Context: an optimization exercise on an open-source flow, tuned for small area. The choices shown serve that exercise and are no tape-out recipe.
At most, simulation tests tie the RTL to the original design; equivalence was not proved.
The RTL of runs 3 and 4 was laid out without a check of its function.
Power is estimated from default activity; no workload was simulated.

### config.mk
export PLATFORM = sky130hd
export DESIGN_NAME = dd_top
export DESIGN_NICKNAME = dd_top
export VERILOG_FILES = /design/flow/design.v
export SDC_FILE = /design/flow/constraint.sdc
export NUM_CORES = 4
export LEC_CHECK = 0
export CAP_MARGIN = 20
export CORE_MARGIN = 2
export CORE_UTILIZATION = 40
export SLEW_MARGIN = 20
export SYNTH_HIERARCHICAL = 1
### constraint.sdc
create_clock -name core_clock -period 6.0 [get_ports {clk_i}]
set_input_delay 1.2000 -clock core_clock [delete_from_list [all_inputs] [get_ports {clk_i}]]
set_output_delay 1.2000 -clock core_clock [all_outputs]
set_load 0.01 [all_outputs]
### design.v
`default_nettype none
package dd_pkg;
	typedef logic [1:0] chan_idx_t;
	typedef logic [12:0] fifo_usedw_t;
	typedef logic [24:0] ddr_count_t;
	typedef logic [15:0] xfer_bytes_t;
	typedef logic [31:0] fdma_addr_t;
	typedef logic [31:0] word_t;
	typedef enum logic [1:0] {
		IDLE,
		WAIT_ACK,
		WAIT_OVER
	} sched_state_e;
endpackage
`default_nettype wire
`default_nettype none
module dd_fa (
	input wire logic a,
	input wire logic b,
	input wire logic ci,
	output logic s,
	output logic co
);
	assign s = a ^ b ^ ci;
	assign co = (a & b) | (a & ci) | (b & ci);
endmodule
module dd_ha (
	input wire logic a,
	input wire logic b,
	output logic s,
	output logic co
);
	assign s = a ^ b;
	assign co = a & b;
endmodule
`default_nettype wire
`default_nettype none
module dd_top (
	input wire logic clk_i,
	input wire logic rst_rd_flag1,
	input wire logic [4-1:0] rxd_ena_i,
	input wire logic [4*13-1:0] fifo_usedw_i,
	input wire logic [4*32-1:0] fifo_rd_data_i,
	output logic [4-1:0] fifo_rd_req_o,
	input wire logic [4*25-1:0] clr_usedw_i,
	output logic [4*25-1:0] ddr_usedw_o,
	output logic [31:0] fdma_waddr_o,
	output logic [15:0] fdma_wsize_o,
	output logic fdma_wareq_o,
	input wire logic fdma_wbusy_i,
	output logic [31:0] fdma_wdata_o,
	input wire logic fdma_wvalid_i
);
	localparam logic [1:0] S_IDLE = 2'b00;
	localparam logic [1:0] S_WACK = 2'b01;
	localparam logic [1:0] S_WOVER = 2'b10;
	localparam logic [1:0] S_IDLEP = 2'b11;
	logic [1:0] st_q;
	logic busy_q;
	logic wareq_q;
	logic [3:0] gsel_q;
	logic [10:0] size_q;
	logic [3:0] pval_q;
	logic [22:0] ptr_q [4];
	logic [24:0] usedw_q [4];
	logic [3:0] ready;
	logic [10:0] words [4];
	always_comb begin
		for (int c = 0; c < 4; c++) begin
			ready[c] = (|fifo_usedw_i[c*13+10 +: 3])
				|| ((|fifo_usedw_i[c*13 +: 10]) && !rxd_ena_i[c]);
			words[c] = (|fifo_usedw_i[c*13+10 +: 3]) ? 11'd1024
				: {1'b0, fifo_usedw_i[c*13 +: 10]};
		end
	end
	logic [3:0] gnt;
	assign gnt[0] = ready[0];
	assign gnt[1] = ready[1] && !ready[0];
	assign gnt[2] = ready[2] && !(|ready[1:0]);
	assign gnt[3] = ready[3] && !(|ready[2:0]);
	logic [10:0] gnt_words;
	always_comb begin
		gnt_words = '0;
		for (int c = 0; c < 4; c++)
			gnt_words = gnt_words | (gnt[c] ? words[c] : 11'd0);
	end
	logic idle;
	logic grant;
	logic busy_rise;
	logic busy_fall;
	logic over_fall;
	assign idle = (st_q == S_IDLE) || (st_q == S_IDLEP);
	assign grant = idle && (|ready) && !fdma_wbusy_i;
	assign busy_rise = !busy_q && fdma_wbusy_i;
	assign busy_fall = busy_q && !fdma_wbusy_i;
	assign over_fall = (st_q == S_WOVER) && busy_q && !fdma_wbusy_i;
	logic [22:0] cur_ptr;
	logic [22:0] ptr_sum;
	logic [22:0] ptr_next;
	always_comb begin
		cur_ptr = '0;
		for (int c = 0; c < 4; c++)
			cur_ptr = cur_ptr | ((gsel_q[c] && pval_q[c]) ? ptr_q[c] : 23'd0);
	end
	assign ptr_sum = cur_ptr + 23'(size_q);
	assign ptr_next = (&ptr_sum[22:18]) ? 23'd0 : ptr_sum;
	always_ff @(posedge clk_i or negedge rst_rd_flag1) begin
		if (!rst_rd_flag1) begin
			busy_q <= 1'b0;
		end else begin
			busy_q <= fdma_wbusy_i;
		end
	end
	always_ff @(posedge clk_i or negedge rst_rd_flag1) begin
		if (!rst_rd_flag1) begin
			st_q <= S_IDLE;
		end else begin
			case (st_q)
				S_WACK: if (busy_rise) st_q <= S_WOVER;
				S_WOVER: if (busy_fall) st_q <= S_IDLEP;
				default: if (grant) st_q <= S_WACK;
			endcase
		end
	end
	always_ff @(posedge clk_i or negedge rst_rd_flag1) begin
		if (!rst_rd_flag1) begin
			gsel_q <= 4'b0001;
			size_q <= '0;
		end else if (grant) begin
			gsel_q <= gnt;
			size_q <= gnt_words;
		end
	end
	always_ff @(posedge clk_i or negedge rst_rd_flag1) begin
		if (!rst_rd_flag1) begin
			wareq_q <= 1'b0;
		end else begin
			wareq_q <= (st_q == S_WACK) && !fdma_wbusy_i;
		end
	end
	logic wback;
	assign wback = grant && (st_q == S_IDLEP);
	for (genvar g = 0; g < 4; g++) begin : g_chan
		always_ff @(posedge clk_i or negedge rst_rd_flag1) begin
			if (!rst_rd_flag1) begin
				pval_q[g] <= 1'b0;
			end else if (wback && gsel_q[g]) begin
				pval_q[g] <= 1'b1;
			end
		end
		always_ff @(posedge clk_i) begin
			if (wback && gsel_q[g]) begin
				ptr_q[g] <= ptr_next;
			end
		end
		logic [24:0] u, clr, A, x;
		assign u = usedw_q[g];
		assign clr = clr_usedw_i[g*25 +: 25];
		assign A = (over_fall && gsel_q[g]) ? {12'd0, size_q, 2'b00} : 25'd0;
		logic [24:0] nclr, P, s0;
		logic [25:0] K;
		logic [25:0] rc;
		assign nclr = ~clr;
		assign K[2:0] = 3'b000;
		assign P[1:0] = u[1:0];
		for (genvar i = 2; i <= 12; i++) begin : g_csa
			dd_fa u_fa (.a(u[i]), .b(nclr[i]), .ci(A[i]), .s(P[i]), .co(K[i+1]));
		end
		for (genvar i = 13; i <= 23; i++) begin : g_csh
			dd_ha u_ha (.a(u[i]), .b(nclr[i]), .s(P[i]), .co(K[i+1]));
		end
		assign P[24] = u[24] ^ nclr[24];
		assign K[25] = 1'b0;
		assign s0[0] = ~(P[0] ^ nclr[0]);
		assign rc[1] = P[0] | nclr[0];
		dd_fa u_fa1 (.a(P[1]), .b(nclr[1]), .ci(rc[1]), .s(s0[1]), .co(rc[2]));
		dd_ha u_ha2 (.a(P[2]), .b(rc[2]), .s(s0[2]), .co(rc[3]));
		dd_fa u_fa3 (.a(P[3]), .b(K[3]), .ci(rc[3]), .s(s0[3]), .co(rc[4]));
		dd_fa u_fa4 (.a(P[4]), .b(K[4]), .ci(rc[4]), .s(s0[4]), .co(rc[5]));
		dd_ha u_ha5 (.a(P[5]), .b(K[5]), .s(s0[5]), .co(rc[6]));
		dd_fa u_fa6 (.a(P[6]), .b(K[6]), .ci(rc[6]), .s(s0[6]), .co(rc[7]));
		dd_fa u_fa7 (.a(P[7]), .b(K[7]), .ci(rc[7]), .s(s0[7]), .co(rc[8]));
		dd_fa u_fa8 (.a(P[8]), .b(K[8]), .ci(rc[8]), .s(s0[8]), .co(rc[9]));
		dd_ha u_ha9 (.a(P[9]), .b(K[9]), .s(s0[9]), .co(rc[10]));
		dd_fa u_fa10 (.a(P[10]), .b(K[10]), .ci(rc[10]), .s(s0[10]), .co(rc[11]));
		dd_fa u_fa11 (.a(P[11]), .b(K[11]), .ci(rc[11]), .s(s0[11]), .co(rc[12]));
		dd_fa u_fa12 (.a(P[12]), .b(K[12]), .ci(rc[12]), .s(s0[12]), .co(rc[13]));
		dd_ha u_ha13 (.a(P[13]), .b(K[13]), .s(s0[13]), .co(rc[14]));
		dd_fa u_fa14 (.a(P[14]), .b(K[14]), .ci(rc[14]), .s(s0[14]), .co(rc[15]));
		dd_fa u_fa15 (.a(P[15]), .b(K[15]), .ci(rc[15]), .s(s0[15]), .co(rc[16]));
		dd_fa u_fa16 (.a(P[16]), .b(K[16]), .ci(rc[16]), .s(s0[16]), .co(rc[17]));
		dd_ha u_ha17 (.a(P[17]), .b(K[17]), .s(s0[17]), .co(rc[18]));
		dd_fa u_fa18 (.a(P[18]), .b(K[18]), .ci(rc[18]), .s(s0[18]), .co(rc[19]));
		dd_fa u_fa19 (.a(P[19]), .b(K[19]), .ci(rc[19]), .s(s0[19]), .co(rc[20]));
		dd_fa u_fa20 (.a(P[20]), .b(K[20]), .ci(rc[20]), .s(s0[20]), .co(rc[21]));
		dd_ha u_ha21 (.a(P[21]), .b(K[21]), .s(s0[21]), .co(rc[22]));
		dd_fa u_fa22 (.a(P[22]), .b(K[22]), .ci(rc[22]), .s(s0[22]), .co(rc[23]));
		dd_fa u_fa23 (.a(P[23]), .b(K[23]), .ci(rc[23]), .s(s0[23]), .co(rc[24]));
		dd_fa u_fa24 (.a(P[24]), .b(K[24]), .ci(rc[24]), .s(s0[24]), .co(rc[25]));
		logic [6:0] cy;
		always_comb begin
			logic ao;
			x[4:0] = s0[4:0];
			cy[1] = rc[5];
			ao = 1'b1;
			x[5] = s0[5] ^ (cy[1] & ao);
			ao = ao & s0[5];
			x[6] = s0[6] ^ (cy[1] & ao);
			ao = ao & s0[6];
			x[7] = s0[7] ^ (cy[1] & ao);
			ao = ao & s0[7];
			x[8] = s0[8] ^ (cy[1] & ao);
			ao = ao & s0[8];
			cy[2] = rc[9] | (cy[1] & ao);
			ao = 1'b1;
			x[9] = s0[9] ^ (cy[2] & ao);
			ao = ao & s0[9];
			x[10] = s0[10] ^ (cy[2] & ao);
			ao = ao & s0[10];
			x[11] = s0[11] ^ (cy[2] & ao);
			ao = ao & s0[11];
			x[12] = s0[12] ^ (cy[2] & ao);
			ao = ao & s0[12];
			cy[3] = rc[13] | (cy[2] & ao);
			ao = 1'b1;
			x[13] = s0[13] ^ (cy[3] & ao);
			ao = ao & s0[13];
			x[14] = s0[14] ^ (cy[3] & ao);
			ao = ao & s0[14];
			x[15] = s0[15] ^ (cy[3] & ao);
			ao = ao & s0[15];
			x[16] = s0[16] ^ (cy[3] & ao);
			ao = ao & s0[16];
			cy[4] = rc[17] | (cy[3] & ao);
			ao = 1'b1;
			x[17] = s0[17] ^ (cy[4] & ao);
			ao = ao & s0[17];
			x[18] = s0[18] ^ (cy[4] & ao);
			ao = ao & s0[18];
			x[19] = s0[19] ^ (cy[4] & ao);
			ao = ao & s0[19];
			x[20] = s0[20] ^ (cy[4] & ao);
			ao = ao & s0[20];
			cy[5] = rc[21] | (cy[4] & ao);
			ao = 1'b1;
			x[21] = s0[21] ^ (cy[5] & ao);
			ao = ao & s0[21];
			x[22] = s0[22] ^ (cy[5] & ao);
			ao = ao & s0[22];
			x[23] = s0[23] ^ (cy[5] & ao);
			ao = ao & s0[23];
			x[24] = s0[24] ^ (cy[5] & ao);
			ao = ao & s0[24];
			cy[6] = rc[25] | (cy[5] & ao);
		end
		assign cy[0] = 1'b0;
		always_ff @(posedge clk_i or negedge rst_rd_flag1) begin
			if (!rst_rd_flag1) begin
				usedw_q[g] <= '0;
			end else begin
				usedw_q[g] <= x;
			end
		end
		assign ddr_usedw_o[g*25 +: 25] = usedw_q[g];
	end
	assign fdma_wareq_o = wareq_q;
	assign fdma_wsize_o = {5'd0, size_q};
	assign fdma_waddr_o = {5'b00110, gsel_q[3] | gsel_q[2], gsel_q[3] | gsel_q[1], cur_ptr, 2'b00};
	always_comb begin
		fdma_wdata_o = '0;
		for (int c = 0; c < 4; c++)
			fdma_wdata_o = fdma_wdata_o | (gsel_q[c] ? fifo_rd_data_i[c*32 +: 32] : 32'd0);
		fifo_rd_req_o = gsel_q & {4{fdma_wvalid_i}};
	end
endmodule
`default_nettype wire
### flow/run.sh
#!/bin/bash
# Standard ORFS layout with two changes: the port buffers use the smallest
# buffer cell, and clock tree synthesis uses larger sink clusters without
# dummy loads.
set -euo pipefail
bash standard.sh \
  'BUFFER_PORTS_ARGS=-buffer_cell sky130_fd_sc_hd__buf_1' \
  'CTS_ARGS=-sink_clustering_enable -repair_clock_nets -buf_list {sky130_fd_sc_hd__clkbuf_2 sky130_fd_sc_hd__clkbuf_4} -sink_clustering_size 10 -sink_clustering_max_diameter 50 -dont_use_dummy_load' \
  finish > standard_make.log 2>&1
### standard.sh
#!/bin/bash
# synth_recipe.tcl (not shown) runs the flow's synth.tcl, then flattens the netlist and writes it again
# the make line also repeats each setting of config.mk as NAME=value (left out here)
make -C /OpenROAD-flow-scripts/flow DESIGN_CONFIG=/design/flow/config.mk WORK_HOME=/design/flow/orfs CLKGATE_MAP_FILE= SYNTH_SCRIPT=/design/flow/synth_recipe.tcl "${@:-finish}"
==> results of run 1 <==
## synthesized netlist by cell type (6+ instances only)
cell,count,share of area
dfrtp_1,122,0.22
fa_1,117,0.17
inv_1,117,0.031
ha_1,107,0.095
a22oi_1,93,0.050
edfxtp_1,92,0.20
nand2_1,74,0.020
and3_1,52,0.023
nand3_1,43,0.015
xor2_1,43,0.027
nor2_1,41,0.011
xnor2_1,38,0.024
clkbuf_1,31,0.0083
a21oi_1,26,0.0093
nand4_1,25,0.011
buf_4,23,0.012
and2_1,10,0.0044
buf_2,10,0.0036
a31oi_1,9,0.0040
and4_1,9,0.0056
o21ai_0,8,0.0028
o21bai_1,8,0.0043
a222oi_1,6,0.0043
a22o_1,6,0.0037
nor2b_1,6,0.0027
nor4_1,6,0.0027
## modules after synthesis (local to each module, per instance)
| module | cells | times used |
|---|---|---|
| dd_fa | 1 | 116 |
| dd_ha | 1 | 68 |
| dd_top | 1014 | 1 |
## path summary, 6_finish.rpt
path	from	endpoint	slack [ps]	cells after the start
worst max register to register	st_q[0]	usedw_q[0][24]	1220	16
worst max-delay path	fdma_wbusy_i	usedw_q[0][24]	1190	15
max in group asynchronous	rst_rd_flag1	usedw_q[2][7]	4270	2
worst min register to register	st_q[1]	st_q[1]	570	2
min in group asynchronous	rst_rd_flag1	usedw_q[2][0]	660	1
worst min-delay path	st_q[1]	st_q[1]	570	2
## power by group
group	switching [mW]	internal (mW)
Combinational	3.19	2.22
Clock	0.499	0.261
Sequential	0.514	2.37
## cells by family after synthesis
kind of cell | after synthesis
DFF | 215
other | 2
and+or+nand+nor | 296
muxes | 3
xor gates and xnor gates | 81
AOI/OAI and AO/OA | 191
buffers and inverters | 186
adders and majority gates | 224
## routing by layer
metal	vias up	wire, um	global-route usage	share of wire
met5	-	65	0	0.0015
met4	10	1060	0.0751	0.025
met3	79	3610	0.0505	0.084
met2	439	20800	0.383	0.48
met1	5407	17600	0.304	0.41
li1	5094	-	-	-
## metrics by stage
step,instances,total power [mW],util,area (um2)
after floorplan,1208,6.65,-,14100
after global placement,2069,8.23,0.468,16200
after detailed placement,2069,8.34,0.468,16200
after CTS,2103,9.16,0.475,16400
after global routing,2104,9.94,0.476,16400
final,2107,9.06,0.476,16400
## state kept, by name (all words and copies together), names as in the netlist
name	flops
busy_q	1
gsel_q	4
pval_q	4
st_q	2
size_q	11
wareq_q	1
ptr_q	92
usedw_q	100
## critical path, stage by stage
cell and delay (ps):
buf_1 200, and3b_1 240, buf_12 180, and3_1 210, fa_1 430, ha_1 220
fa_1 370, fa_1 400, fa_1 550, nand4_1 110, o21bai_1 340, a21oi_1 190
o21bai_1 280, nand4_1 170, xnor2_1 150
## final cells by class
cell class	count	area (um2)	area share
diodes	4	10.0	0.000609
clock buffers	34	255	0.0155
multi-input cells	807	7460	0.454
inverters	118	443	0.0270
repair buffers	474	1850	0.112
well taps	455	569	0.0346
flip-flops and latches	215	5850	0.356
==> results by group, run 1 <==
Outcome
  – Status: complete, no violations

Timing
  – RSZ-0062 raised after global routing: no
  – Worst setup margin: 1190 ps
  – WHS: 573 ps
  – Clock Skews: 161 ps
  – Worst slew pin tran: 1050 ps
  – Part of the cycle the worst path needs: 0.802
  – Achievable Freq: 208 MHz
  – Slew Limit Fails: 0
  – Min cycle time layout: just under 5000 ps
  – Setup TNS Final: 0 ps
  – Relative slew slack: 0.302
  – Setup violations, final: 0
  – Hold Vio Cnt, Final: 0

Pwr
  – Leakage: 7.11 nW
  – Max IR drop VDD: 0.000292 V
  – P per Cell Area: 551 nW/um2

Place
  – HPWL after DPL: 33.0 mm
  – PortBufs: 460
  – Dpl ws: 630 ps
  – GP Congestion: between 0.8 and 0.9

Layout
  – Synth-to-layout area growth: 16.9%
  – Share of cells above drive strength 1: 0.0437
  – Fin nets: 2162
  – Most frequent cells in the layout: buf_1 (459), dfrtp_1 (119), inv_1 (117), fa_1 (117), ha_1 (107)
  – Commonest non-fill, non-tap cell in the layout: buf_1
  – # fillers: 3259

Die
  – Core area: 34500 um2
  – Initial core utilization: 0.407
  – Num rows: 68
  – Die ar.: 36700 um2
  – Die height: about 190 um
  – Die Width: about 190 um
  – Ports: 473

Run
  – Max-cap violation count: 0

Synth
  – Main combinational cell family by area after synthesis: adder cells
  – Syn Inst Count: approximately 1200
  – Synth Area in XOR/XNOR: 0.0504
  – Post-synthesis compound-gate area fraction: 0.100
  – Simple-Gate Fraction of Synth Area: 0.113
  – Post-synthesis sequential area ratio: 0.415
  – Yosys warns: 14
  – Synth Register Bits: 215
  – Post-synthesis average cell area: 11.7 um2
  – Adder-cell area share of the yosys netlist: 0.262
  – Number of synthesized flops with an enable pin: 92
  – Post-Syn Area: 14100 um2
  – Async S/R FF share, synth: 0.572
  – Ys flop type: dfrtp_1
  – Mux contribution to synthesized area: 0.00222
  – Netlist cell types: 68

Clock tree
  – Worst-Skew Late Latency: 700 ps
  – CTS Buf Count: 34
  – Root buf cell: clkbuf_4
  – CTS sink count: 215
  – Setup Fix Bufs, Post-CTS: 0
  – Hold-fix buffers, CTS: 0
  – Clock transition at path regs: 80 ps
  – CTS Buffer Depth: 3
  – CTS tree: built
  – H-tree depth: 2
  – Post-CTS Resized: 0

Worst setup path
  – Crit path kind: in2reg
  – Setup crit end kind: flip-flop
  – Crit-path max FO: 45
  – WP data arrival: 5270 ps
  – Startpoint Class: primary input
  – Worst Path Required: between 6000 and 7000 ps

Drt
  – Vias per cell: between 5 and 6
  – Residual DRC count: 0
  – Routed len/inst: 20.4 um
  – Post-DRT Antenna Nets: 0
  – Via Count: 11000
  – Iteration-0 DRC Markers: 610
  – DRT Pass-1 Iters: 6
  – Detailed Route WL: between 40 and 50 mm

Global routing
  – All-Layer GR Usage: 0.232
  – Initial antenna violation count: 9
  – Vias in the first global route: around 11000
  – Grt ovf: 0
  – First-pass GRT wire length: between 60 and 70 mm
  – Pin count of the biggest net entering global routing: 56

Hold path
  – Worst hold-check path type: reg2reg
==> inputs of run 2 (changes only) <==
==> flow/run.sh (replaced) <==
#!/bin/bash
# Standard ORFS layout with two changes: the port buffers use the smallest
# buffer cell, and clock tree synthesis uses larger sink clusters without
# dummy loads, and the buffers synthesis inserted are removed before
# placement (the resizer re-buffers where needed).
set -euo pipefail
bash standard.sh \
  'BUFFER_PORTS_ARGS=-buffer_cell sky130_fd_sc_hd__buf_1' \
  'CTS_ARGS=-sink_clustering_enable -repair_clock_nets -buf_list sky130_fd_sc_hd__clkbuf_4 -sink_clustering_size 10 -sink_clustering_max_diameter 50 -dont_use_dummy_load' \
  'REMOVE_ABC_BUFFERS=1' \
  finish > standard_make.log 2>&1
==> run 2 against run 1 <==
Compared with the run above: critical path depth unchanged; still clean on timing, DRC and antenna; sequential power decreased by 1%; sequential share of layout area about the same.
==> results by group, run 2 <==
Clock tree
  – Hold-fix buffers, CTS: 0
  – H-tree depth: 2
  – Worst-Skew Late Latency: around 640 ps
  – Post-CTS Resized: 0
  – Setup Fix Bufs, Post-CTS: 0
  – CTS Buf Count: 34
  – CTS sink count: roughly 220
  – Clock transition at path regs: around 100 ps
  – Root buf cell: clkbuf_4
  – CTS Buffer Depth: 3
  – CTS tree: built

Timing
  – Slew Limit Fails: 0
  – RSZ-0062 raised after global routing: no
  – Achievable Freq: between 150 and 200 MHz
  – Part of the cycle the worst path needs: 0.855
  – Setup TNS Final: 0 ps
  – Setup violations, final: 0
  – Min cycle time layout: 5130 ps
  – Worst slew pin tran: 1020 ps
  – Hold Vio Cnt, Final: 0
  – Worst setup margin: 872 ps
  – Relative slew slack: 0.318
  – Clock Skews: 124 ps

Drt
  – Vias per cell: 5.24
  – Detailed Route WL: between 40 and 50 mm
  – Post-DRT Antenna Nets: 0
  – Residual DRC count: 0
  – Routed len/inst: 20.4 um
  – DRT Pass-1 Iters: 7
  – Via Count: 11100
  – Iteration-0 DRC Markers: 746

Layout
  – Commonest non-fill, non-tap cell in the layout: buf_1
  – Most frequent cells in the layout: buf_1 (459), dfrtp_1 (119), inv_1 (117), fa_1 (117), ha_1 (107)
  – Top flop regs: usedw_q (100), ptr_q (92), size_q (11)
  – Fin nets: 2163
  – Synth-to-layout area growth: 16.9%
  – Share of cells above drive strength 1: 0.0449
  – Max reg flops: 100
  – Fin cells: 2109
  – Biggest register: usedw_q

Pwr
  – Max IR drop VDD: 0.000218 V
  – Leakage: 7.12 nW
  – P per Cell Area: 552 nW/um2

Synth
  – Async S/R FF share, synth: 0.572
  – Post-synth top cells: dfrtp_1 (122), fa_1 (117), inv_1 (117)
  – Post-synthesis sequential area ratio: 0.415
  – Synth Register Bits: roughly 220
  – Post-Syn Area: 14100 um2
  – Ys flop type: dfrtp_1
  – Yosys warns: 14
  – Post-synthesis average cell area: 11.7 um2
  – Count leader, synth: dfrtp_1
  – Syn Inst Count: 1198
  – Most area-consuming cells after synthesis: dfrtp_1 (22%), edfxtp_1 (20%), fa_1 (17%), ha_1 (9.5%), a22oi_1 (5.0%)
  – Netlist cell types: 68
  – Cell taking the most area after synthesis: dfrtp_1
  – Number of synthesized flops with an enable pin: 92
  – Top-area cell type share of the netlist area: 0.217

Global routing
  – Vias in the first global route: 11000
  – Initial antenna violation count: 7
  – Grt ovf: 0
  – First-pass GRT wire length: 63.9 mm
  – All-Layer GR Usage: 0.231
  – Pin count of the biggest net entering global routing: 56

Place
  – DP Cell Count: 2070
  – GP Congestion: 0.910
  – PortBufs: 460
  – HPWL after DPL: 33.4 mm
  – Dpl ws: roughly 320 ps

Worst setup path
  – WP data arrival: 5570 ps
  – Crit-path max FO: 36
  – Startpoint Class: primary input
  – Crit path kind: in2reg
  – Setup crit end kind: flip-flop
  – Worst Path Required: 6440 ps

Outcome
  – Status: complete, no violations

Die
  – Ports: 473
  – Die ar.: 36700 um2
  – Core area: 34500 um2
  – Die Width: 192 um
  – Num rows: 68
  – Initial core utilization: 0.407
  – Die height: around 190 um

Hold path
  – Worst hold-check path type: reg2reg

Run
  – Max-cap violation count: 0
-- run 2: cell counts after synthesis --
Identical to the previous run, type by type.
-- run 2: final cells by class --
class                   count  area (um2)
fillers                  3279       18100
multi-input cells         807        7460
flip-flops and latches    215        5850
repair buffers            475        1860
well taps                 455         569
inverters                 118         443
clock buffers              34         255
diodes                      5        12.5
-- run 2: final timing paths --
path / startpoint / slack, ps / end / depth (start not counted)
worst min register to register: st_q[1] / 560 / st_q[1] / 2
worst max-delay path: fdma_wbusy_i / 870 / usedw_q[0][24] / 15
max in group asynchronous: rst_rd_flag1 / 4190 / usedw_q[1][5] / 2
worst max register to register: st_q[0] / 910 / usedw_q[0][24] / 16
worst min-delay path: st_q[1] / 560 / st_q[1] / 2
min in group asynchronous: rst_rd_flag1 / 610 / usedw_q[3][20] / 1
-- run 2: cell families (layout without fill, tap and decap cells) --
family                   count (synthesis)  count (layout)  synth area share
XOR/XNOR                                81              81            0.0504
flip-flops                             215             215             0.415
adder cells (fa/ha/maj)                224             224             0.262
multiplexers                             3               3           0.00222
AO/OA/AOI/OAI                          191             191             0.100
other                                    2              17          0.000534
buffers and inverters                  186             627            0.0567
AND/OR/NAND/NOR                        296             296             0.113
-- run 2: critical path, cell delays in order --
cell,delay (ps)
buf_1,130
and3b_2,670
buf_4,270
and3_1,190
fa_1,440
ha_1,230
fa_1,380
fa_1,390
fa_1,530
a21oi_1,100
o21bai_1,300
a21oi_1,160
o21bai_1,270
nand4_1,150
xnor2_1,140
-- run 2: metal layers --
| layer | track usage | wire, um |
|---|---|---|
| met3 | 0.0446 | 3150 |
| met1 | 0.318 | 18000 |
| met4 | 0.0861 | 1470 |
| met2 | 0.364 | 20400 |
| met5 | 0 | 13 |
-- run 2: stage by stage --
step           hold slack, ps  total power [mW]  area, um2  utilization
2_1_floorplan             500              6.56      13700            -
3_3_place_gp              540              8.24      16200        0.468
3_5_place_dp              541              8.35      16200        0.468
4_1_cts                   566              9.17      16400        0.476
5_1_grt                   597              9.94      16400        0.476
6_report                  563              9.08      16400        0.476
-- run 2: where the power goes --
| part | switching, mW | total, mW | internal, mW |
|---|---|---|---|
| combinational | 3.24 | 5.48 | 2.24 |
| clock | 0.491 | 0.752 | 0.261 |
| sequential | 0.480 | 2.85 | 2.37 |
-- run 2: modules after synthesis (local to each module, per instance) --
module / area, um2 / copies in the design / flip-flops and latches
dd_fa: 20.0 / 116 / 0
dd_top: 10900 / 1 / 215
dd_ha: 12.5 / 68 / 0
==> inputs of run 3 (changes only) <==
--- a/design.v
+++ b/design.v
@@ -57,5 +57,4 @@
 	localparam logic [1:0] S_IDLEP = 2'b11;
 	logic [1:0] st_q;
-	logic busy_q;
 	logic wareq_q;
 	logic [3:0] gsel_q;
@@ -87,12 +86,8 @@
 	logic idle;
 	logic grant;
-	logic busy_rise;
-	logic busy_fall;
 	logic over_fall;
 	assign idle = (st_q == S_IDLE) || (st_q == S_IDLEP);
 	assign grant = idle && (|ready) && !fdma_wbusy_i;
-	assign busy_rise = !busy_q && fdma_wbusy_i;
-	assign busy_fall = busy_q && !fdma_wbusy_i;
-	assign over_fall = (st_q == S_WOVER) && busy_q && !fdma_wbusy_i;
+	assign over_fall = (st_q == S_WOVER) && !fdma_wbusy_i;
 	logic [22:0] cur_ptr;
 	logic [22:0] ptr_sum;
@@ -105,11 +100,4 @@
 	assign ptr_sum = cur_ptr + 23'(size_q);
 	assign ptr_next = (&ptr_sum[22:18]) ? 23'd0 : ptr_sum;
-	always_ff @(posedge clk_i or negedge rst_rd_flag1) begin
-		if (!rst_rd_flag1) begin
-			busy_q <= 1'b0;
-		end else begin
-			busy_q <= fdma_wbusy_i;
-		end
-	end
 	always_ff @(posedge clk_i or negedge rst_rd_flag1) begin
 		if (!rst_rd_flag1) begin
@@ -117,6 +105,6 @@
 		end else begin
 			case (st_q)
-				S_WACK: if (busy_rise) st_q <= S_WOVER;
-				S_WOVER: if (busy_fall) st_q <= S_IDLEP;
+				S_WACK: if (fdma_wbusy_i) st_q <= S_WOVER;
+				S_WOVER: if (!fdma_wbusy_i) st_q <= S_IDLEP;
 				default: if (grant) st_q <= S_WACK;
 			endcase
==> flow/run.sh (replaced) <==
#!/bin/bash
# Standard ORFS layout with two changes: the port buffers use the smallest
# buffer cell, and clock tree synthesis uses larger sink clusters without
# dummy loads.
set -euo pipefail
bash standard.sh \
  'BUFFER_PORTS_ARGS=-buffer_cell sky130_fd_sc_hd__buf_1' \
  'CTS_ARGS=-sink_clustering_enable -repair_clock_nets -buf_list sky130_fd_sc_hd__clkbuf_4 -sink_clustering_size 10 -sink_clustering_max_diameter 50 -dont_use_dummy_load' \
  finish > standard_make.log 2>&1
==> run 3 against run 2 <==
Compared with the run above: still clean on timing, DRC and antenna; setup slack improved by 57 ps; area after synthesis up 3.3%; critical path depth up 2; power down 4.8%; largest cell class unchanged; largest power group unchanged.
==> results by group, run 3 <==
Worst setup path
  – Crit-path max FO: 33
  – Startpoint Class: flip-flop
  – Crit path kind: reg2reg
  – Setup crit end kind: flip-flop
  – Worst Path Required: 6510 ps
  – WP data arrival: 5580 ps

Pwr
  – Clock share of power: 0.083
  – Comb pwr share: 0.600
  – Flop pwr share: 0.317
  – P per Cell Area: approximately 500 nW/um2
  – Sw Share: 0.467
  – Int Pwr: 4.61 mW
  – Final Power: 8.65 mW
  – Max IR drop VDD: between 0.0002 and 0.00025 V
  – Leakage: 7.29 nW
  – NetSw: around 4.0 mW

Layout
  – Fin nets: 2192
  – Synth-to-layout area growth: 15.5%
  – Biggest register: usedw_q
  – Top flop regs: usedw_q (100), ptr_q (92), size_q (11)
  – Max reg flops: 100
  – Final core utilization: 0.471
  – FF/Latch Area: around 5800 um2
  – Multi-input logic area: 7830 um2
  – Commonest non-fill, non-tap cell in the layout: buf_1
  – Most frequent cells in the layout: buf_1 (459), inv_1 (126), dfrtp_1 (118)
  – Share of cells above drive strength 1: 0.0542
  – # fillers: 3419

Synth
  – Syn Inst Count: 1236
  – Cell taking the most area after synthesis: dfrtp_1
  – Top-area cell type share of the netlist area: 0.208
  – Simple-Gate Fraction of Synth Area: 0.120
  – Synth Area in XOR/XNOR: 0.0519
  – Post-synthesis compound-gate area fraction: 0.109
  – Post-synthesis sequential area ratio: 0.400
  – Synth Register Bits: 214
  – Ys flop type: dfrtp_1
  – Count leader, synth: inv_1
  – Main combinational cell family by area after synthesis: adder cells
  – Mux contribution to synthesized area: 0.000689
  – Yosys warns: 14
  – Post-synthesis average cell area: 11.8 um2
  – Netlist cell types: 78
  – Async S/R FF share, synth: 0.570
  – Post-synth top cells: inv_1 (126), dfrtp_1 (121), fa_1 (117)
  – Post-Syn Area: between 10000 and 15000 um2
  – Most area-consuming cells after synthesis: dfrtp_1 (21%), edfxtp_1 (19%), fa_1 (16%), ha_1 (9.2%), a22oi_1 (5.2%)
  – Adder-cell area share of the yosys netlist: 0.253
  – Number of synthesized flops with an enable pin: 92

Clock tree
  – CTS sink count: 214
  – CTS tree: built
  – CTS Buffer Depth: 3
  – CTS Buf Count: 30
  – Worst-Skew Late Latency: 770 ps
  – Post-CTS Resized: 0
  – Clock transition at path regs: ~100 ps
  – Hold-fix buffers, CTS: 0
  – H-tree depth: 1
  – Setup Fix Bufs, Post-CTS: 0
  – Root buf cell: clkbuf_4

Die
  – Die ar.: 37900 um2
  – Core area: between 30000 and 40000 um2
  – Initial core utilization: 0.408
  – Num rows: 69
  – Die Width: 195 um
  – Ports: 473
  – Die height: 195 um

Timing
  – Hold Vio Cnt, Final: 0
  – Worst setup margin: 930 ps
  – Setup violations, final: 0
  – WHS: 495 ps
  – Achievable Freq: 197 MHz
  – Relative slew slack: 0.458
  – Min cycle time layout: just over 5000 ps
  – Worst slew pin tran: 813 ps
  – Setup TNS Final: 0 ps
  – Clock Skews: 185 ps
  – Part of the cycle the worst path needs: 0.845
  – RSZ-0062 raised after global routing: no
  – Slew Limit Fails: 0

Run
  – Max-cap violation count: 0

Place
  – PortBufs: 460
  – HPWL after DPL: ~34 mm
  – GP Congestion: 0.912
  – Dpl ws: between 500 and 600 ps

Global routing
  – Grt ovf: 0
  – All-Layer GR Usage: 0.231
  – First-pass GRT wire length: 68.0 mm
  – Pin count of the biggest net entering global routing: 56
  – Vias in the first global route: between 10000 and 15000
  – Initial antenna violation count: 7

Drt
  – Routed len/inst: about 20 um
  – Via Count: ~11000
  – DRT Pass-1 Iters: 6
  – Vias per cell: 5.33
  – Post-DRT Antenna Nets: 0
  – Detailed Route WL: 44.0 mm
  – Iteration-0 DRC Markers: 670
  – Residual DRC count: 0

Outcome
  – Status: complete, no violations

Hold path
  – Worst hold-check path type: in2async
## run 3: per-layer routing
metal,GRT usage,routed length (um)
met1,0.310,18400
met2,0.388,21600
met3,0.0378,2970
met4,0.0593,1090
met5,0,27
## run 3: path summary, 6_finish.rpt
kind                       cells after the start              to         start  slack (ps)
min in group core_clock                        2         st_q[1]       st_q[1]         580
min                                            1         st_q[0]  rst_rd_flag1         500
min reg2reg                                    2         st_q[1]       st_q[1]         580
max reg2reg                                   17  usedw_q[1][22]       st_q[0]         930
max in group asynchronous                      2   usedw_q[0][7]  rst_rd_flag1        4320
max                                           17  usedw_q[1][22]       st_q[0]         930
## run 3: layout make-up
type / count / share of cell area
diodes: 5 / 0.000745
well taps: 461 / 0.0344
multi-input cells: 832 / 0.467
flip-flops and latches: 214 / 0.347
repair buffers: 474 / 0.109
clock buffers: 30 / 0.0134
inverters: 128 / 0.0286
## run 3: metrics by stage
step	instance area, um2	instances
global route	16800	2140
finish	16800	2144
global placement	16500	2109
CTS	16800	2139
detailed placement	16500	2109
floorplan	14600	1246
## run 3: cells by family after synthesis
logic type	Yosys count
and+or+nand+nor	298
adders and majority gates	224
DFF	214
AOI/OAI and AO/OA	213
buffers and inverters	200
xor gates and xnor gates	84
other	2
muxes	1
## run 3: worst max-delay path: stages, from the launching register on
cell and delay [ps]:
dfrtp_1 440, inv_1 90, ha_1 250, nor2b_2 200, buf_4 310, and3_1 230, fa_1 430, ha_1 220
fa_1 380, fa_1 390, fa_1 470, a21oi_1 290, o31ai_1 190, a21o_1 210, a21oi_1 250, inv_1 80
ha_1 200, xor2_1 160
## run 3: power by group through the flow
stage | registers, mW | logic, mW | clock network (mW)
floorplan | 2.72 | 3.72 | 0
global placement | 2.79 | 5.07 | 0
detailed placement | 2.79 | 5.19 | 0
CTS | 2.76 | 5.25 | 0.745
global route | 2.82 | 5.85 | 0.797
finish | 2.74 | 5.19 | 0.714
## run 3: modules after synthesis (local to each module, per instance)
module	flip-flops and latches	area (um2)
dd_ha	0	12.5
dd_fa	0	20.0
dd_top	214	11400
==> inputs of run 4 (changes only) <==
--- a/design.v
+++ b/design.v
@@ -58,5 +58,6 @@
 	logic [1:0] st_q;
 	logic wareq_q;
-	logic [3:0] gsel_q;
+	logic [1:0] gsel_q;
+	logic [3:0] gsel;
 	logic [10:0] size_q;
 	logic [3:0] pval_q;
@@ -73,4 +74,5 @@
 		end
 	end
+	assign gsel = 4'b0001 << gsel_q;
 	logic [3:0] gnt;
 	assign gnt[0] = ready[0];
@@ -78,4 +80,6 @@
 	assign gnt[2] = ready[2] && !(|ready[1:0]);
 	assign gnt[3] = ready[3] && !(|ready[2:0]);
+	logic [1:0] gidx;
+	assign gidx = {gnt[3] | gnt[2], gnt[3] | gnt[1]};
 	logic [10:0] gnt_words;
 	always_comb begin
@@ -96,5 +100,5 @@
 		cur_ptr = '0;
 		for (int c = 0; c < 4; c++)
-			cur_ptr = cur_ptr | ((gsel_q[c] && pval_q[c]) ? ptr_q[c] : 23'd0);
+			cur_ptr = cur_ptr | ((gsel[c] && pval_q[c]) ? ptr_q[c] : 23'd0);
 	end
 	assign ptr_sum = cur_ptr + 23'(size_q);
@@ -113,8 +117,8 @@
 	always_ff @(posedge clk_i or negedge rst_rd_flag1) begin
 		if (!rst_rd_flag1) begin
-			gsel_q <= 4'b0001;
+			gsel_q <= 2'd0;
 			size_q <= '0;
 		end else if (grant) begin
-			gsel_q <= gnt;
+			gsel_q <= gidx;
 			size_q <= gnt_words;
 		end
@@ -133,10 +137,10 @@
 			if (!rst_rd_flag1) begin
 				pval_q[g] <= 1'b0;
-			end else if (wback && gsel_q[g]) begin
+			end else if (wback && gsel[g]) begin
 				pval_q[g] <= 1'b1;
 			end
 		end
 		always_ff @(posedge clk_i) begin
-			if (wback && gsel_q[g]) begin
+			if (wback && gsel[g]) begin
 				ptr_q[g] <= ptr_next;
 			end
@@ -145,5 +149,5 @@
 		assign u = usedw_q[g];
 		assign clr = clr_usedw_i[g*25 +: 25];
-		assign A = (over_fall && gsel_q[g]) ? {12'd0, size_q, 2'b00} : 25'd0;
+		assign A = (over_fall && gsel[g]) ? {12'd0, size_q, 2'b00} : 25'd0;
 		logic [24:0] nclr, P, s0;
 		logic [25:0] K;
@@ -254,10 +258,10 @@
 	assign fdma_wareq_o = wareq_q;
 	assign fdma_wsize_o = {5'd0, size_q};
-	assign fdma_waddr_o = {5'b00110, gsel_q[3] | gsel_q[2], gsel_q[3] | gsel_q[1], cur_ptr, 2'b00};
+	assign fdma_waddr_o = {5'b00110, gsel_q, cur_ptr, 2'b00};
 	always_comb begin
 		fdma_wdata_o = '0;
 		for (int c = 0; c < 4; c++)
-			fdma_wdata_o = fdma_wdata_o | (gsel_q[c] ? fifo_rd_data_i[c*32 +: 32] : 32'd0);
-		fifo_rd_req_o = gsel_q & {4{fdma_wvalid_i}};
+			fdma_wdata_o = fdma_wdata_o | (gsel[c] ? fifo_rd_data_i[c*32 +: 32] : 32'd0);
+		fifo_rd_req_o = gsel & {4{fdma_wvalid_i}};
 	end
 endmodule
==> run 4 against run 3 <==
Compared with the run above: fmax decreased by 0.11%; largest cell class unchanged; setup slack got worse by 5.5 ps; critical endpoint is now usedw_q[0][22]; power increased by 9.5%; non-clock buffer count increased by 6; first-iteration DRC count increased by 11%.
==> results by group, run 4 <==
Layout
  – Most frequent cells in the layout: buf_1 (459), inv_1 (140), dfrtp_1 (118)
  – Fin cells: 2074
  – Finished Cell Area: 16900 um2
  – Final core utilization: 0.475
  – Share of cells above drive strength 1: 0.0776
  – Commonest non-fill, non-tap cell in the layout: buf_1
  – Synth-to-layout area growth: 16.8%
  – Fin nets: about 2100
  – Biggest register: usedw_q
  – Top flop regs: usedw_q (100), ptr_q (92), size_q (11)
  – Max reg flops: 100

Worst setup path
  – WP data arrival: 5620 ps
  – Crit path kind: reg2reg
  – Crit-path max FO: 21
  – Worst Path Required: between 6000 and 7000 ps
  – R2R Path Start: gsel_q[1]
  – Worst reg-to-reg path cell count: 16
  – Setup crit end kind: flip-flop
  – R2r setup slk: 920 ps
  – Startpoint Class: flip-flop
  – R2r endpoint: usedw_q[0][22]

Drt
  – Vias per cell: 5.31
  – Wire length on met2: ~21 mm
  – Via Count: 11000
  – DRT Pass-1 Iters: 5
  – Routed length on met3: 3.46 mm
  – Iteration-0 DRC Markers: 745
  – Routed len/inst: between 20 and 25 um
  – Top Metal Used: met5
  – Residual DRC count: 0
  – Detailed Route WL: 44.5 mm
  – Post-DRT Antenna Nets: 0
  – Met1 wire length: 18.9 mm

Synth
  – Post-synthesis average cell area: approximately 13 um2
  – Most area-consuming cells after synthesis: dfrtp_1 (21%), edfxtp_1 (19%), fa_1 (16%), ha_1 (9.3%), mux4_2 (5.0%)
  – Count leader, synth: inv_1
  – Post-Syn Area: roughly 14000 um2
  – Netlist cell types: 71
  – Cell taking the most area after synthesis: dfrtp_1
  – Post-synthesis sequential area ratio: 0.398
  – Post-synth top cells: inv_1 (140), dfrtp_1 (120), fa_1 (117)
  – Synth Register Bits: 212
  – Number of synthesized flops with an enable pin: a little over 90
  – Top-area cell type share of the netlist area: 0.208
  – Ys flop type: dfrtp_1
  – Async S/R FF share, synth: 0.566
  – Yosys warns: 14
  – Syn Inst Count: about 1100

Timing
  – WHS: 505 ps
  – Setup TNS Final: 0 ps
  – Hold Vio Cnt, Final: 0
  – Part of the cycle the worst path needs: 0.846
  – Achievable Freq: 197 MHz
  – Setup violations, final: 0
  – Worst setup margin: between 900 and 1000 ps
  – RSZ-0062 raised after global routing: no
  – Relative slew slack: 0.401
  – Clock Skews: 118 ps
  – Worst slew pin tran: 896 ps
  – Slew Limit Fails: 0
  – Min cycle time layout: 5080 ps

Clock tree
  – CTS Buffer Depth: 3
  – Worst-Skew Late Latency: 750 ps
  – Setup Fix Bufs, Post-CTS: 0
  – CTS tree: built
  – H-tree depth: 1
  – Post-CTS Resized: 0
  – CTS sink count: between 200 and 250
  – Clock transition at path regs: around 120 ps
  – Hold-fix buffers, CTS: 0
  – CTS Buf Count: 30
  – Root buf cell: clkbuf_4

Die
  – Die height: between 150 and 200 um
  – Num rows: 69
  – Initial core utilization: 0.407
  – Ports: around 470
  – Core area: 35600 um2
  – Die Width: 194 um
  – Die ar.: 37700 um2

Pwr
  – P per Cell Area: 560 nW/um2
  – Max IR drop VDD: 0.000246 V
  – Leakage: ~7.2 nW
  – Final Power: ~9.5 mW

Place
  – DP Cell Count: 2041
  – HPWL after DPL: between 30 and 40 mm
  – PortBufs: between 400 and 500
  – Dpl ws: 286 ps
  – GP Congestion: around 0.89
  – DP Area: 16700 um2

Global routing
  – Pin count of the biggest net entering global routing: 46
  – Vias in the first global route: 11500
  – All-Layer GR Usage: 0.233
  – Initial antenna violation count: 14
  – Grt ovf: 0
  – First-pass GRT wire length: 67.7 mm

Run
  – Max-cap violation count: 0

Outcome
  – Status: complete, no violations

Hold path
  – Worst hold-check path type: in2async
==> run 4: worst max-delay path, cell delays in order, from the launching register on <==
cell and delay, ps:
dfrtp_2 580, or2_2 460, nor2_1 420, and2_1 210, fa_1 420, ha_1 220
fa_1 380, fa_1 380, fa_1 470, a21oi_1 280, o31ai_1 130, buf_4 150
a21o_1 180, a21oi_1 260, inv_1 70, ha_1 190, xor2_1 160
==> run 4: cell type report <==
cell class / instances / area, um2
antenna: 3 / 7.51
clock buffer: 30 / 225
fill: 3389 / 18700
inverter: 142 / 533
multi-input combinational: 746 / 7910
sequential: 212 / 5770
tap: 461 / 577
timing repair buffer: 480 / 1880
==> run 4: worst max-delay path by stage <==
stage / startpoint / end / slack [ps]
after global placement: fdma_wbusy_i / usedw_q[3][22] / 410
after floorplan: fdma_wbusy_i / usedw_q[3][22] / 930
after CTS: gsel_q[1] / usedw_q[0][22] / 880
after detailed placement: fdma_wbusy_i / usedw_q[3][22] / 290
after global routing: st_q[0] / usedw_q[3][21] / 540
final: gsel_q[1] / usedw_q[0][22] / 920
==> run 4: metal layers <==
| metal | vias up | global-route usage |
|---|---|---|
| met2 | 416 | 0.369 |
| met3 | 75 | 0.0569 |
| met1 | 5557 | 0.321 |
| met5 | - | 0 |
| met4 | 10 | 0.0640 |
| li1 | 4951 | - |
==> run 4: power breakdown <==
group	switching, mW	internal [mW]
clock	0.482	0.227
sequential	0.491	2.35
combinational	3.40	2.52
total	4.38	5.09
==> run 4: cells by family (layout without fill, tap and decap cells) <==
logic type                 after synthesis  after routing  synth area share
and+or+nand+nor                        229            229            0.0925
adders and majority gates              224            224             0.254
DFF                                    212            212             0.398
buffers and inverters                  195            652            0.0607
AOI/OAI and AO/OA                      165            165            0.0924
xor gates and xnor gates                82             82            0.0496
muxes                                   34             34            0.0514
other                                    2             15          0.000519
==> run 4: per-module statistics from Yosys (local to each module, per instance) <==
module,times used,cells
dd_ha,68,1
dd_fa,116,1
dd_top,1,959

-- what the ideal ports hide --
Ports are ideal in the flow. The routed layouts listed here were re-timed in OpenROAD. Step 1 assumes that a clkbuf_16 drives the clock port and a buf_2 every other input. Step 2 moves the port delays by t, midway between the first and last clock arrival at a register: inputs arrive t later, outputs are due t later. That takes back most of the time a late clock gives input paths. Three values: ideal ports, drivers, drivers and shift; two values: the first two.
| run | t (ns) | slack for setup (ns) | hold WS [ns] | worst setup path at the end |
|---|---|---|---|---|
| run 1 | 0.664 | 1.187 / 1.164 / 0.500 | 0.573 / 0.573 / 0.573 | input to register |
| run 2 | 0.626 | 0.872 / 0.869 / 0.243 | 0.563 / 0.563 / 0.563 | input to register |
| run 3 | 0.734 | 0.930 / 0.930 / 0.482 | 0.495 / 0.475 / 0.581 | input to register |
| run 4 | 0.724 | 0.924 / 0.924 / 0.321 | 0.505 / 0.487 / 0.600 | input to register |
After both steps setup and hold are still met in every run listed. The setup slack of run 1, which loses most, moves by -0.023 ns with the drivers and by -0.687 ns with both steps.
